This is an optimization exercise on Yosys and OpenROAD, whose aim is small area, a short achievable clock period and few clock cycles per item, not a production implementation.
Function was checked by simulation only, so behaviour that the tests miss may differ from the original.
Power is estimated from default activity; no workload was simulated.

--- flow/config.mk ---
export PLATFORM = sky130hd
export DESIGN_NAME = ex_stage
export DESIGN_NICKNAME = ex_stage
export VERILOG_FILES = /design/flow/design.v
export SDC_FILE = /design/flow/constraint.sdc
export NUM_CORES = 4
export LEC_CHECK = 0
export CAP_MARGIN = 20
export CORE_MARGIN = 2
export CORE_UTILIZATION = 30
export SLEW_MARGIN = 20
--- flow/constraint.sdc ---
create_clock -name core_clock -period 18.0 [get_ports {clk}]
set_input_delay 3.6000 -clock core_clock [delete_from_list [all_inputs] [get_ports {clk}]]
set_output_delay 3.6000 -clock core_clock [all_outputs]
set_load 0.01 [all_outputs]
--- flow/design.v ---
module ex_stage #(
    parameter int K = 8
) (
    input  logic        clk,
    input  logic        rst,
    input  logic        id_ex_valid,
    input  logic [31:0] id_ex_pc,
    input  logic [31:0] id_ex_rs1_data,
    input  logic [31:0] id_ex_rs2_data,
    input  logic [31:0] id_ex_imm,
    input  logic        id_ex_alu_src,
    input  logic [3:0]  id_ex_alu_op,
    input  logic        id_ex_branch,
    input  logic [2:0]  id_ex_funct3,
    input  logic [4:0]  id_ex_rd,
    input  logic        id_ex_reg_write,
    input  logic        id_ex_mem_read,
    input  logic        id_ex_mem_write,
    input  logic        id_ex_mem_to_reg,
    input  logic [1:0]  forwardA,
    input  logic [1:0]  forwardB,
    input  logic [31:0] mem_wb_fwd_data,
    input  logic        mem_stall,
    input  logic        flush,
    output logic        ex_busy,
    output logic        ex_mem_valid,
    output logic        ex_mem_reg_write,
    output logic        ex_mem_mem_read,
    output logic        ex_mem_mem_write,
    output logic        ex_mem_mem_to_reg,
    output logic [31:0] ex_mem_alu_result,
    output logic [31:0] ex_mem_store_data,
    output logic [4:0]  ex_mem_rd,
    output logic        ex_mem_branch_taken,
    output logic [31:0] ex_mem_branch_target
);
    localparam int NS    = (32 + K - 1) / K;      
    localparam int CW    = (NS > 1) ? $clog2(NS) : 1;
    localparam int LW    = K * (NS - 1);           
    localparam int LWR   = (LW > 0) ? LW : 1;
    localparam int BW    = K * NS;                 
    logic [31:0] opa, fwdb, opb;
    always_comb begin
        case (forwardA)
            2'b01:   opa = ex_mem_alu_result;
            2'b10:   opa = mem_wb_fwd_data;
            default: opa = id_ex_rs1_data;
        endcase
        case (forwardB)
            2'b01:   fwdb = ex_mem_alu_result;
            2'b10:   fwdb = mem_wb_fwd_data;
            default: fwdb = id_ex_rs2_data;
        endcase
        opb = id_ex_alu_src ? id_ex_imm : fwdb;
    end
    logic        is_sub;
    logic [32:0] sum;
    logic        ltu, lts;
    logic [31:0] sh_in, sh_out, sh_rev;
    logic        sh_left, sh_fill;
    logic [31:0] alu_res;
    assign is_sub = (id_ex_alu_op != 4'd0);
    assign sum    = {1'b0, opa} + {1'b0, is_sub ? ~opb : opb} + {32'd0, is_sub};
    assign ltu    = ~sum[32];
    assign lts    = (opa[31] ^ opb[31]) ? opa[31] : sum[31];
    assign sh_left = (id_ex_alu_op == 4'd5);
    assign sh_fill = (id_ex_alu_op == 4'd7) & opa[31];
    always_comb begin
        for (int i = 0; i < 32; i++) sh_rev[i] = opa[31-i];
    end
    assign sh_in  = sh_left ? sh_rev : opa;
    assign sh_out = $unsigned({{32{sh_fill}}, sh_in} >> opb[4:0]);
    logic [CW-1:0]   cnt_q;
    logic            last_q;
    logic [31:0]     hi_q;
    logic [LWR-1:0]  lo_q;
    logic [BW-1:0]   bpad;
    logic [K-1:0]    bsl;
    logic [32+K-1:0] t;
    logic [63:0]     prod;
    logic            is_mul;
    assign is_mul = id_ex_alu_op[3] & id_ex_alu_op[1];    
    assign bpad   = BW'(opb);
    assign bsl    = bpad[cnt_q*K +: K];
    assign t      = {{K{1'b0}}, hi_q} + opa * bsl;
    generate
        if (NS > 1) begin : g_prod
            assign prod = 64'({t, lo_q[LWR-1 -: LW]});
        end else begin : g_prod1
            assign prod = 64'(t);
        end
    endgenerate
    always_comb begin
        case (id_ex_alu_op)
            4'd0, 4'd1: alu_res = sum[31:0];
            4'd2:       alu_res = opa & opb;
            4'd3:       alu_res = opa | opb;
            4'd4:       alu_res = opa ^ opb;
            4'd5:       for (int i = 0; i < 32; i++) alu_res[i] = sh_out[31-i];
            4'd6, 4'd7: alu_res = sh_out;
            4'd8:       alu_res = {31'd0, lts};
            4'd9:       alu_res = {31'd0, ltu};
            4'd10:      alu_res = prod[31:0];
            4'd11:      alu_res = prod[63:32];
            default:    alu_res = opb;
        endcase
    end
    logic br_eq, br_ltu, br_lts, br_cond;
    assign br_eq  = (opa == fwdb);
    assign br_ltu = (opa < fwdb);
    assign br_lts = (opa[31] ^ fwdb[31]) ? opa[31] : br_ltu;
    always_comb begin
        case (id_ex_funct3[2:1])
            2'b00:   br_cond = br_eq;
            2'b10:   br_cond = br_lts;
            default: br_cond = br_ltu;
        endcase
        br_cond = br_cond ^ id_ex_funct3[0];
    end
    logic accept, mul_step;
    assign ex_busy  = is_mul & ~last_q;
    assign accept   = id_ex_valid & ~ex_busy & ~mem_stall & ~flush;
    assign mul_step = id_ex_valid & is_mul & ~last_q & ~flush;
    always_ff @(posedge clk) begin
        if (rst || flush || !id_ex_valid || accept) begin
            cnt_q  <= '0;
            last_q <= (NS == 1);
            hi_q   <= '0;
        end else if (mul_step) begin
            cnt_q  <= cnt_q + CW'(1);
            last_q <= (cnt_q == CW'(NS - 2));
            hi_q   <= t[32+K-1:K];
        end
    end
    generate
        if (NS > 2) begin : g_lo
            always_ff @(posedge clk) begin
                if (mul_step) lo_q <= {t[K-1:0], lo_q[LWR-1:K]};
            end
        end else if (NS == 2) begin : g_lo2
            always_ff @(posedge clk) begin
                if (mul_step) lo_q <= t[K-1:0];
            end
        end else begin : g_lo1
            assign lo_q = '0;
        end
    endgenerate
    logic        valid_q, rw_q, mr_q, mw_q, m2r_q, taken_q;
    logic [31:0] result_q, store_q, target_q;
    logic [4:0]  rd_q;
    always_ff @(posedge clk) begin
        if (rst || flush) begin
            valid_q <= 1'b0;
            rw_q    <= 1'b0;
            mr_q    <= 1'b0;
            mw_q    <= 1'b0;
            m2r_q   <= 1'b0;
            taken_q <= 1'b0;
        end else if (!mem_stall) begin
            valid_q <= accept;
            rw_q    <= accept & id_ex_reg_write;
            mr_q    <= accept & id_ex_mem_read;
            mw_q    <= accept & id_ex_mem_write;
            m2r_q   <= accept & id_ex_mem_to_reg;
            taken_q <= accept & id_ex_branch & br_cond;
        end
    end
    always_ff @(posedge clk) begin
        if (accept) begin
            result_q <= alu_res;
            store_q  <= fwdb;
            rd_q     <= id_ex_rd;
            target_q <= id_ex_pc + id_ex_imm;
        end
    end
    assign ex_mem_valid         = valid_q;
    assign ex_mem_reg_write     = rw_q;
    assign ex_mem_mem_read      = mr_q;
    assign ex_mem_mem_write     = mw_q;
    assign ex_mem_mem_to_reg    = m2r_q;
    assign ex_mem_alu_result    = result_q;
    assign ex_mem_store_data    = store_q;
    assign ex_mem_rd            = rd_q;
    assign ex_mem_branch_taken  = taken_q;
    assign ex_mem_branch_target = target_q;
endmodule
--- flow/flow/run.sh ---
#!/bin/bash
# Standard synthesis, then the standard layout with timing repair aimed
# below the clock period (setup margin), so the achieved period shrinks.
set -euo pipefail
MARGIN=$(cat flow/margin.txt)
bash standard.sh synth > synth.log 2>&1
bash standard.sh SETUP_SLACK_MARGIN=$MARGIN finish > layout.log 2>&1
--- flow/flow/margin.txt ---
9
--- flow/standard.sh ---
#!/bin/bash
# synth_recipe.tcl (not shown) runs the flow's synth.tcl, then flattens the netlist and writes it again
# the make line also repeats each setting of config.mk as NAME=value (left out here)
make -C /OpenROAD-flow-scripts/flow DESIGN_CONFIG=/design/flow/config.mk WORK_HOME=/design/flow/orfs CLKGATE_MAP_FILE= SYNTH_SCRIPT=/design/flow/synth_recipe.tcl "${@:-finish}"
==> results.sh, run 1 <==
export IMPL_outcome="complete, no violations"
export IMPL_core_region_area_um2=82200
export IMPL_cts_hold_fix_buffers=0
export IMPL_htreeDepth=4
export IMPL_syn_instance_count=2989
export IMPL_cts_reportedPaths_clkPinSlew_ps=80
export IMPL_synth_edf_count=125
export IMPL_skew_ps=17.7
export IMPL_synth_cell_type_count=93
export IMPL_yosys_cell_count_top_type="sky130_fd_sc_hd__inv_1"
export IMPL_final_net_count=4091
export IMPL_final_max_tran_viols=0
export IMPL_worstHoldPathType="flop to flop"
export IMPL_die_height_um=293
export IMPL_initial_antenna_violation_count=6
export IMPL_io_buffer_count=294
export IMPL_critPathSlowestCell="sky130_fd_sc_hd__mux4_2"
export IMPL_ys_flop_type="sky130_fd_sc_hd__edfxtp_1"
export IMPL_initial_utilization_pct=30.4
export IMPL_crit_type="input port to flop"
export IMPL_first_pass_iters=9
export IMPL_post_route_drc_count=0
export IMPL_hold_viol=0
export IMPL_number_of_sinks_on_the_clock_net=166
export IMPL_cp_end_kind="flop"
export IMPL_crit_path_max_incr_delay_ps=540
export IMPL_yosysTopAreaCellShare_pct=17.1
export IMPL_grt_busiest_layer="met2"
export IMPL_cts_root_buffer_cell="sky130_fd_sc_hd__clkbuf_16"
export IMPL_crit_path_frequent_cell="sky130_fd_sc_hd__fa_1"
export IMPL_die_span_x_um=293
export IMPL_startpoint_type="input port"
export IMPL_cp_arrival_ps=10430
export IMPL_tritoncts="done"
export IMPL_core_rowCount=105
export IMPL_worst_path_max_fanout=7
export IMPL_grt_max_degree=67
export IMPL_power_static_leakage_uw=0.0149
export IMPL_grt_pass1_wl_mm=186
export IMPL_max_capacitance_violation_count=0
export IMPL_grt_util_overall_pct=30.0
export IMPL_power_density_cell_area_nw_per_um2=142
export IMPL_use_met1_pct=36.2
export IMPL_drt_wl_total_mm=133
export IMPL_worstSkewPairLatency_ps=530
export IMPL_grt_util_met2_pct=46.0
export IMPL_synth_cell_area_um2=25000
export IMPL_cts_path_max_buffers=2
export IMPL_synth_ff_latch_count=166
export IMPL_first_iter_violations=2896
export IMPL_drive_gt1_share_pct=23.4
export IMPL_post_place_ws_ps=5230
export IMPL_vdd_ir_drop_worst_mv=0.140
export IMPL_fin_crit_ps=10150
export IMPL_gp_congestion=1.03
export IMPL_unrepaired_setup_endpoints_after_global_routing="true"
export IMPL_post_drt_wl_per_cell_um=29.3
export IMPL_final_critical_path_setup_slack_ps=7850
export IMPL_yosysWarnings=1
export IMPL_setup_tns_final_ps=0
export IMPL_min_period_over_period_pct=56.4
export IMPL_cp_data_required_time_ps=18290
export IMPL_vias_per_cell=5.90
export IMPL_worst_slew_pin_transition_ps=1220
export IMPL_postSynthNetCount=3613
export IMPL_report_final_setup_viol=0
export IMPL_first_global_vias=25800
export IMPL_dominant_cells_by_area_after_synthesis="sky130_fd_sc_hd__fa_1 17%, sky130_fd_sc_hd__edfxtp_1 15%, sky130_fd_sc_hd__ha_1 11%, sky130_fd_sc_hd__inv_1 5.8%, sky130_fd_sc_hd__nor2_1 4.8%"
export IMPL_async_flop_share_pct=0
export IMPL_die_area_um2=85600
export IMPL_route_antenna_remaining_nets=0
export IMPL_yosysSeqAreaShare_pct=18.3
export IMPL_layout_area_overhead_vs_synth_pct=41.2
export IMPL_cts_buffers_inserted=17
export IMPL_fillerInstances=7894
export IMPL_vias=26900
export IMPL_floorplan_io_pins=295
export IMPL_max_freq_ghz=0.0985
export IMPL_dp_hpwl_mm=89.0
export IMPL_synth_commonest_cells="383 x sky130_fd_sc_hd__inv_1, 322 x sky130_fd_sc_hd__nor2_1, 302 x sky130_fd_sc_hd__nand2_1, 223 x sky130_fd_sc_hd__ha_1, 214 x sky130_fd_sc_hd__fa_1"
export IMPL_globalRouteOverflowTotal=0
export IMPL_post_synth_top_area_cell="sky130_fd_sc_hd__fa_1"
export IMPL_maxSlewHeadroom_pct=18.9
export IMPL_post_synthesis_average_cell_area_um2=8.36
export IMPL_grtUsageMet3_pct=8.37
## placed cells by master, fill, tap and decap left out, drive strengths merged, types with 97 or more instances in the layout
master / n
o21ai: 162
clkdlybuf4s50: 287
buf: 300
ha: 223
nor2: 325
a21oi: 182
edfxtp: 125
inv: 386
xnor2: 97
fa: 214
nand2: 303
## per-layer routing
metal  routed length (µm)  vias to the layer above
li1                     -                    11300
met1                49000                    13200
met2                57900                     1849
met3                14600                      512
met4                11800                        2
met5                   11                        -
## stage by stage
| step | total power [µW] | hold WS (ps) | area [µm²] | std cells | util [%] |
|---|---|---|---|---|---|
| final | 5010 | 448 | 35300 | 4555 | 42.9 |
| after global routing | 5200 | 461 | 35300 | 4550 | 42.9 |
| after CTS | 4240 | 452 | 33800 | 4488 | 41.1 |
| after detailed placement | 3000 | 433 | 29500 | 4267 | 35.9 |
| after global placement | 2980 | 432 | 29500 | 4267 | 35.9 |
| after floorplan | 2220 | 425 | 25500 | 2989 | - |
## critical path, delay by kind of cell
family | cells | cell delay [ps]
AND/OR/NAND/NOR | 4 | 490
buffers and inverters | 11 | 1330
AO/OA/AOI/OAI | 9 | 1830
XOR/XNOR | 1 | 170
multiplexers | 1 | 540
adder cells (fa/ha/maj) | 6 | 2450
## cell families after synthesis
kind of cell / Yosys count / share of synthesized area, %
XOR/XNOR: 119 / 4.17
AND/OR/NAND/NOR: 838 / 14.6
buffers and inverters: 554 / 8.73
AO/OA/AOI/OAI: 756 / 20.3
multiplexers: 119 / 5.59
adder cells (fa/ha/maj): 437 / 28.3
flip-flops: 166 / 18.3
## repair_timing
item / 4_1_cts / 5_1_grt
endpoints found under the setup margin: 70 / 65
pin swaps: 120 / 131
setup buffers: 162 / 58
gates cloned: 27 / 3
gates resized for setup: 381 / 205
hold endpoints to repair: 0 / 0
## path summary, 6_finish.rpt
check / startpoint / end / slack [ps] / cells past startpoint
min: lo_q[16] / lo_q[8] / 450 / 0
max: forwardB[0] / result_q[21] / 7850 / 32
min reg2reg: lo_q[16] / lo_q[8] / 450 / 0
max reg2reg: result_q[20] / result_q[15] / 10910 / 29
## registers in the layout (all words and copies together), names as in the netlist
name	flops
valid_q	1
taken_q	1
hi_q	32
mr_q	1
cnt_q	2
m2r_q	1
last_q	1
result_q	32
rd_q	5
store_q	32
rw_q	1
lo_q	24
target_q	32
mw_q	1
## where the power goes
part	internal (µW)	total [µW]	switching [µW]
registers	443	454	11.0
logic	1800	4160	2360
clock network	194	401	207
## final cells by class
type / instances / area [µm²] / area share, %
sequential: 166 / 4580 / 13.0
multi-input combinational: 2280 / 20900 / 59.2
inverter: 401 / 1640 / 4.64
clock inverter: 14 / 144 / 0.408
timing repair buffer: 599 / 6220 / 17.6
tap: 1070 / 1340 / 3.80
timing repair inverter: 2 / 25.0 / 0.0709
antenna: 5 / 12.5 / 0.0355
clock buffer: 18 / 429 / 1.22
Testbench counts, summed over its fixed seeds: cycles 25,557, instructions 16,000.
==> inputs of run 2 (changes only) <==
==> flow/run.sh (new file) <==
#!/bin/bash
# synth_recipe.tcl (not shown) runs the flow's synth.tcl, then flattens the netlist and writes it again
# the make line also repeats each setting of config.mk as NAME=value (left out here)
make -C /OpenROAD-flow-scripts/flow DESIGN_CONFIG=/design/flow/config.mk WORK_HOME=/design/flow/orfs CLKGATE_MAP_FILE= SYNTH_SCRIPT=/design/flow/synth_recipe.tcl finish
--- a/flow/config.mk
+++ b/flow/config.mk
@@ -8,4 +8,5 @@
 export CAP_MARGIN = 20
 export CORE_MARGIN = 2
 export CORE_UTILIZATION = 30
+export SETUP_SLACK_MARGIN = 5
 export SLEW_MARGIN = 20
removed: flow/flow/run.sh
removed: flow/flow/margin.txt
removed: flow/standard.sh
==> run 2 against run 1 <==
Still clean on timing, DRC and antenna. Utilization decreased by 6.5 points. Sequential power is essentially flat. Total power shrank 33%. Non-clock buffer count shrank 212. Final area is 15% lower. Clock power is 1% higher. Critical path depth shrank 5. Synthesized cell count stayed put. Sequential share of layout area grew 2.3 points. Setup slack worse by 2200 ps. Critical path type unchanged.
==> results.sh, run 2 <==
export IMPL_dominant_cells_by_area_after_synthesis="sky130_fd_sc_hd__fa_1 17%, sky130_fd_sc_hd__edfxtp_1 15%, sky130_fd_sc_hd__ha_1 11%, sky130_fd_sc_hd__inv_1 5.8%, sky130_fd_sc_hd__nor2_1 4.8%"
export IMPL_vias_per_cell=5.66
export IMPL_cp_arrival_ps=12620
export IMPL_crit_family="compound AO/OA/AOI/OAI gates"
export IMPL_number_of_sinks_on_the_clock_net=166
export IMPL_yosysWarnings=1
export IMPL_power_static_leakage_uw=0.0130
export IMPL_initial_antenna_violation_count=1
export IMPL_floorplan_io_pins=295
export IMPL_route_antenna_remaining_nets=0
export IMPL_max_capacitance_violation_count=0
export IMPL_core_region_area_um2=82200
export IMPL_min_period_over_period_pct=68.7
export IMPL_final_max_tran_viols=0
export IMPL_synth_edf_count=125
export IMPL_die_span_x_um=293
export IMPL_fin_crit_ps=12370
export IMPL_critPathSlowestCell="sky130_fd_sc_hd__mux4_2"
export IMPL_layout_area_overhead_vs_synth_pct=19.9
export IMPL_post_route_drc_count=0
export IMPL_synth_commonest_cells="383 x sky130_fd_sc_hd__inv_1, 322 x sky130_fd_sc_hd__nor2_1, 302 x sky130_fd_sc_hd__nand2_1, 223 x sky130_fd_sc_hd__ha_1, 214 x sky130_fd_sc_hd__fa_1"
export IMPL_final_critical_path_setup_slack_ps=5630
export IMPL_synth_top_family_by_area="adder cells"
export IMPL_leading_cell_types_in_the_layout_fill_and_taps_excluded="382 x sky130_fd_sc_hd__inv_1, 322 x sky130_fd_sc_hd__nor2_1, 302 x sky130_fd_sc_hd__nand2_1, 293 x sky130_fd_sc_hd__clkdlybuf4s50_1, 221 x sky130_fd_sc_hd__ha_1"
export IMPL_yosysSeqAreaShare_pct=18.3
export IMPL_timing_critical_path_buf_inv=7
export IMPL_drt_wl_total_mm=115
export IMPL_synth_cell_type_count=93
export IMPL_synth_ff_latch_count=166
export IMPL_gp_congestion=1.06
export IMPL_htreeDepth=4
export IMPL_post_drt_wl_per_cell_um=26.5
export IMPL_first_global_vias=23800
export IMPL_vias=24500
export IMPL_yosys_area_share_xor_xnor_pct=4.17
export IMPL_startpoint_type="input port"
export IMPL_worst_slew_pin_transition_ps=1140
export IMPL_yosysTopAreaCellShare_pct=17.1
export IMPL_cts_root_buffer_cell="sky130_fd_sc_hd__clkbuf_16"
export IMPL_globalRouteOverflowTotal=0
export IMPL_synth_cell_area_um2=25000
export IMPL_core_rowCount=105
export IMPL_worstHoldPathType="flop to flop"
export IMPL_post_synth_top_area_cell="sky130_fd_sc_hd__fa_1"
export IMPL_initial_utilization_pct=30.4
export IMPL_first_iter_violations=2779
export IMPL_cp_end_kind="flop"
export IMPL_outcome="complete, no violations"
export IMPL_hold_viol=0
export IMPL_vdd_ir_drop_worst_mv=0.0997
export IMPL_grt_max_degree=73
export IMPL_maxSlewHeadroom_pct=23.1
export IMPL_unrepaired_setup_endpoints_after_global_routing="false"
export IMPL_synth_compound_area_share_pct=20.3
export IMPL_yosys_cell_count_top_type="sky130_fd_sc_hd__inv_1"
export IMPL_report_final_setup_viol=0
export IMPL_cts_hold_fix_buffers=0
export IMPL_final_common_cell="sky130_fd_sc_hd__inv_1"
export IMPL_postSynthNetCount=3613
export IMPL_power_density_cell_area_nw_per_um2=113
export IMPL_ys_flop_type="sky130_fd_sc_hd__edfxtp_1"
export IMPL_io_buffer_count=294
export IMPL_cp_data_required_time_ps=18250
export IMPL_crit_type="input port to flop"
export IMPL_dp_hpwl_mm=90.6
export IMPL_tritoncts="done"
export IMPL_cts_path_max_buffers=2
export IMPL_post_synthesis_average_cell_area_um2=8.36
export IMPL_grt_pass1_wl_mm=167
export IMPL_synth_adder_area_share_pct=28.3
export IMPL_syn_instance_count=2989
export IMPL_power_total_uw=3380
export IMPL_final_net_count=3866
export IMPL_max_freq_ghz=0.0808
export IMPL_synth_simple_area_share_pct=14.6
export IMPL_r2r_slack_ps=9510
export IMPL_first_pass_iters=7
export IMPL_crit_path_frequent_cell="sky130_fd_sc_hd__inv_1"
export IMPL_crit_path_max_incr_delay_ps=860
export IMPL_skew_ps=10.2
export IMPL_setup_tns_final_ps=0
export IMPL_drive_gt1_share_pct=6.18
export IMPL_worst_path_max_fanout=67
export IMPL_cts_reportedPaths_clkPinSlew_ps=70
export IMPL_die_height_um=293
export IMPL_worstSkewPairLatency_ps=520
export IMPL_post_place_ws_ps=4960
export IMPL_grt_util_overall_pct=26.5
export IMPL_die_area_um2=85600
export IMPL_async_flop_share_pct=0
export IMPL_cts_buffers_inserted=17
export IMPL_mux_share_of_post_synthesis_cell_area_pct=5.59
==> run 2: cell counts after synthesis <==
No cell type changed its count.
==> run 2: worst reg2reg max path, delay by kind of cell, from the launching register on <==
kind                     cells  cell delay, ps
buffers and inverters        6             980
AND/OR/NAND/NOR              2             190
AO/OA/AOI/OAI               10            3170
XOR/XNOR                     1             130
adder cells (fa/ha/maj)      5            2340
flip-flops                   1             400
multiplexers                 2            1030
==> run 2: layout make-up <==
| class | count | area (µm²) |
|---|---|---|
| timing repair buffer | 387 | 3640 |
| multi-input combinational | 2269 | 18300 |
| clock inverter | 13 | 146 |
| tap | 1070 | 1340 |
| antenna | 2 | 5.00 |
| clock buffer | 19 | 443 |
| inverter | 401 | 1520 |
| sequential | 166 | 4570 |
| fill | 8525 | 52300 |
==> run 2: per-stage QoR <==
step	hold slack (ps)	cells	util, %	area, µm²
after floorplan	425	2989	-	25000
after global placement	434	4293	35.7	29400
after detailed placement	439	4293	35.7	29400
after CTS	457	4325	36.4	30000
after global routing	466	4325	36.4	30000
final	458	4327	36.4	30000
==> run 2: final timing paths <==
check,from,cells after the start,end
worst min-delay path,hi_q[4],2,hi_q[4]
worst min register to register,hi_q[4],2,hi_q[4]
worst max register to register,result_q[3],26,result_q[26]
worst max-delay path,forwardB[0],27,result_q[26]
==> run 2: timing repair <==
item	in CTS	in global routing
setup endpoints to repair	0	1
gates resized for setup	0	1
endpoints found under the hold margin	0	0
buffers inserted	0	0
==> run 2: logic make-up (layout without fill, tap and decap cells) <==
| group | after synthesis | after routing |
|---|---|---|
| multiplexers | 119 | 119 |
| other | 0 | 2 |
| XOR/XNOR | 119 | 119 |
| AO/OA/AOI/OAI | 756 | 756 |
| flip-flops | 166 | 166 |
| adder cells (fa/ha/maj) | 437 | 437 |
| buffers and inverters | 554 | 820 |
| AND/OR/NAND/NOR | 838 | 838 |
==> run 2: per-layer routing <==
layer  share of wire, %  wire, µm  GRT usage, %  vias to the layer above
met4                7.2      8270          16.7                        0
met3                9.0     10300          5.06                      273
met5                  0         0             0                        -
met2                 45     51200          42.1                     1312
li1                   -         -             -                    10800
met1                 39     45100          33.0                    12100
==> run 2: where the power goes <==
part	leakage (µW)	internal (µW)	switching, µW
Combinational	0.0112	881	1640
Clock	0.000280	210	198
Sequential	0.00148	443	10.3

==> re-timing with driven ports <==
Ports are ideal in the flow. The routed layouts listed here were re-timed in OpenROAD.
Step 1, drivers: a clkbuf_16 drives clk and a buf_2 each remaining input, both assumed.
Step 2 also shifts input and output timing later by t, the mid clock arrival at the registers, as if the neighbouring blocks saw the same clock.
Slacks: no drivers / after step 1 / after step 2; pairs: no drivers / after step 1.
| run | shift t [ns] | setup WS [ns] | clock arrival spread, ns | worst register clock-pin slew, ns |
|---|---|---|---|---|
| run 1 | 0.586 | 7.851 / 7.857 / 7.271 | 0.018 / 0.018 | 0.08 / 0.08 |
| run 2 | 0.569 | 5.628 / 5.653 / 5.084 | 0.012 / 0.011 | 0.08 / 0.08 |
After both steps setup and hold are still met in every run listed. For run 1, which loses most, drivers alone change the setup slack by +0.006 ns; drivers and shift together by -0.580 ns.
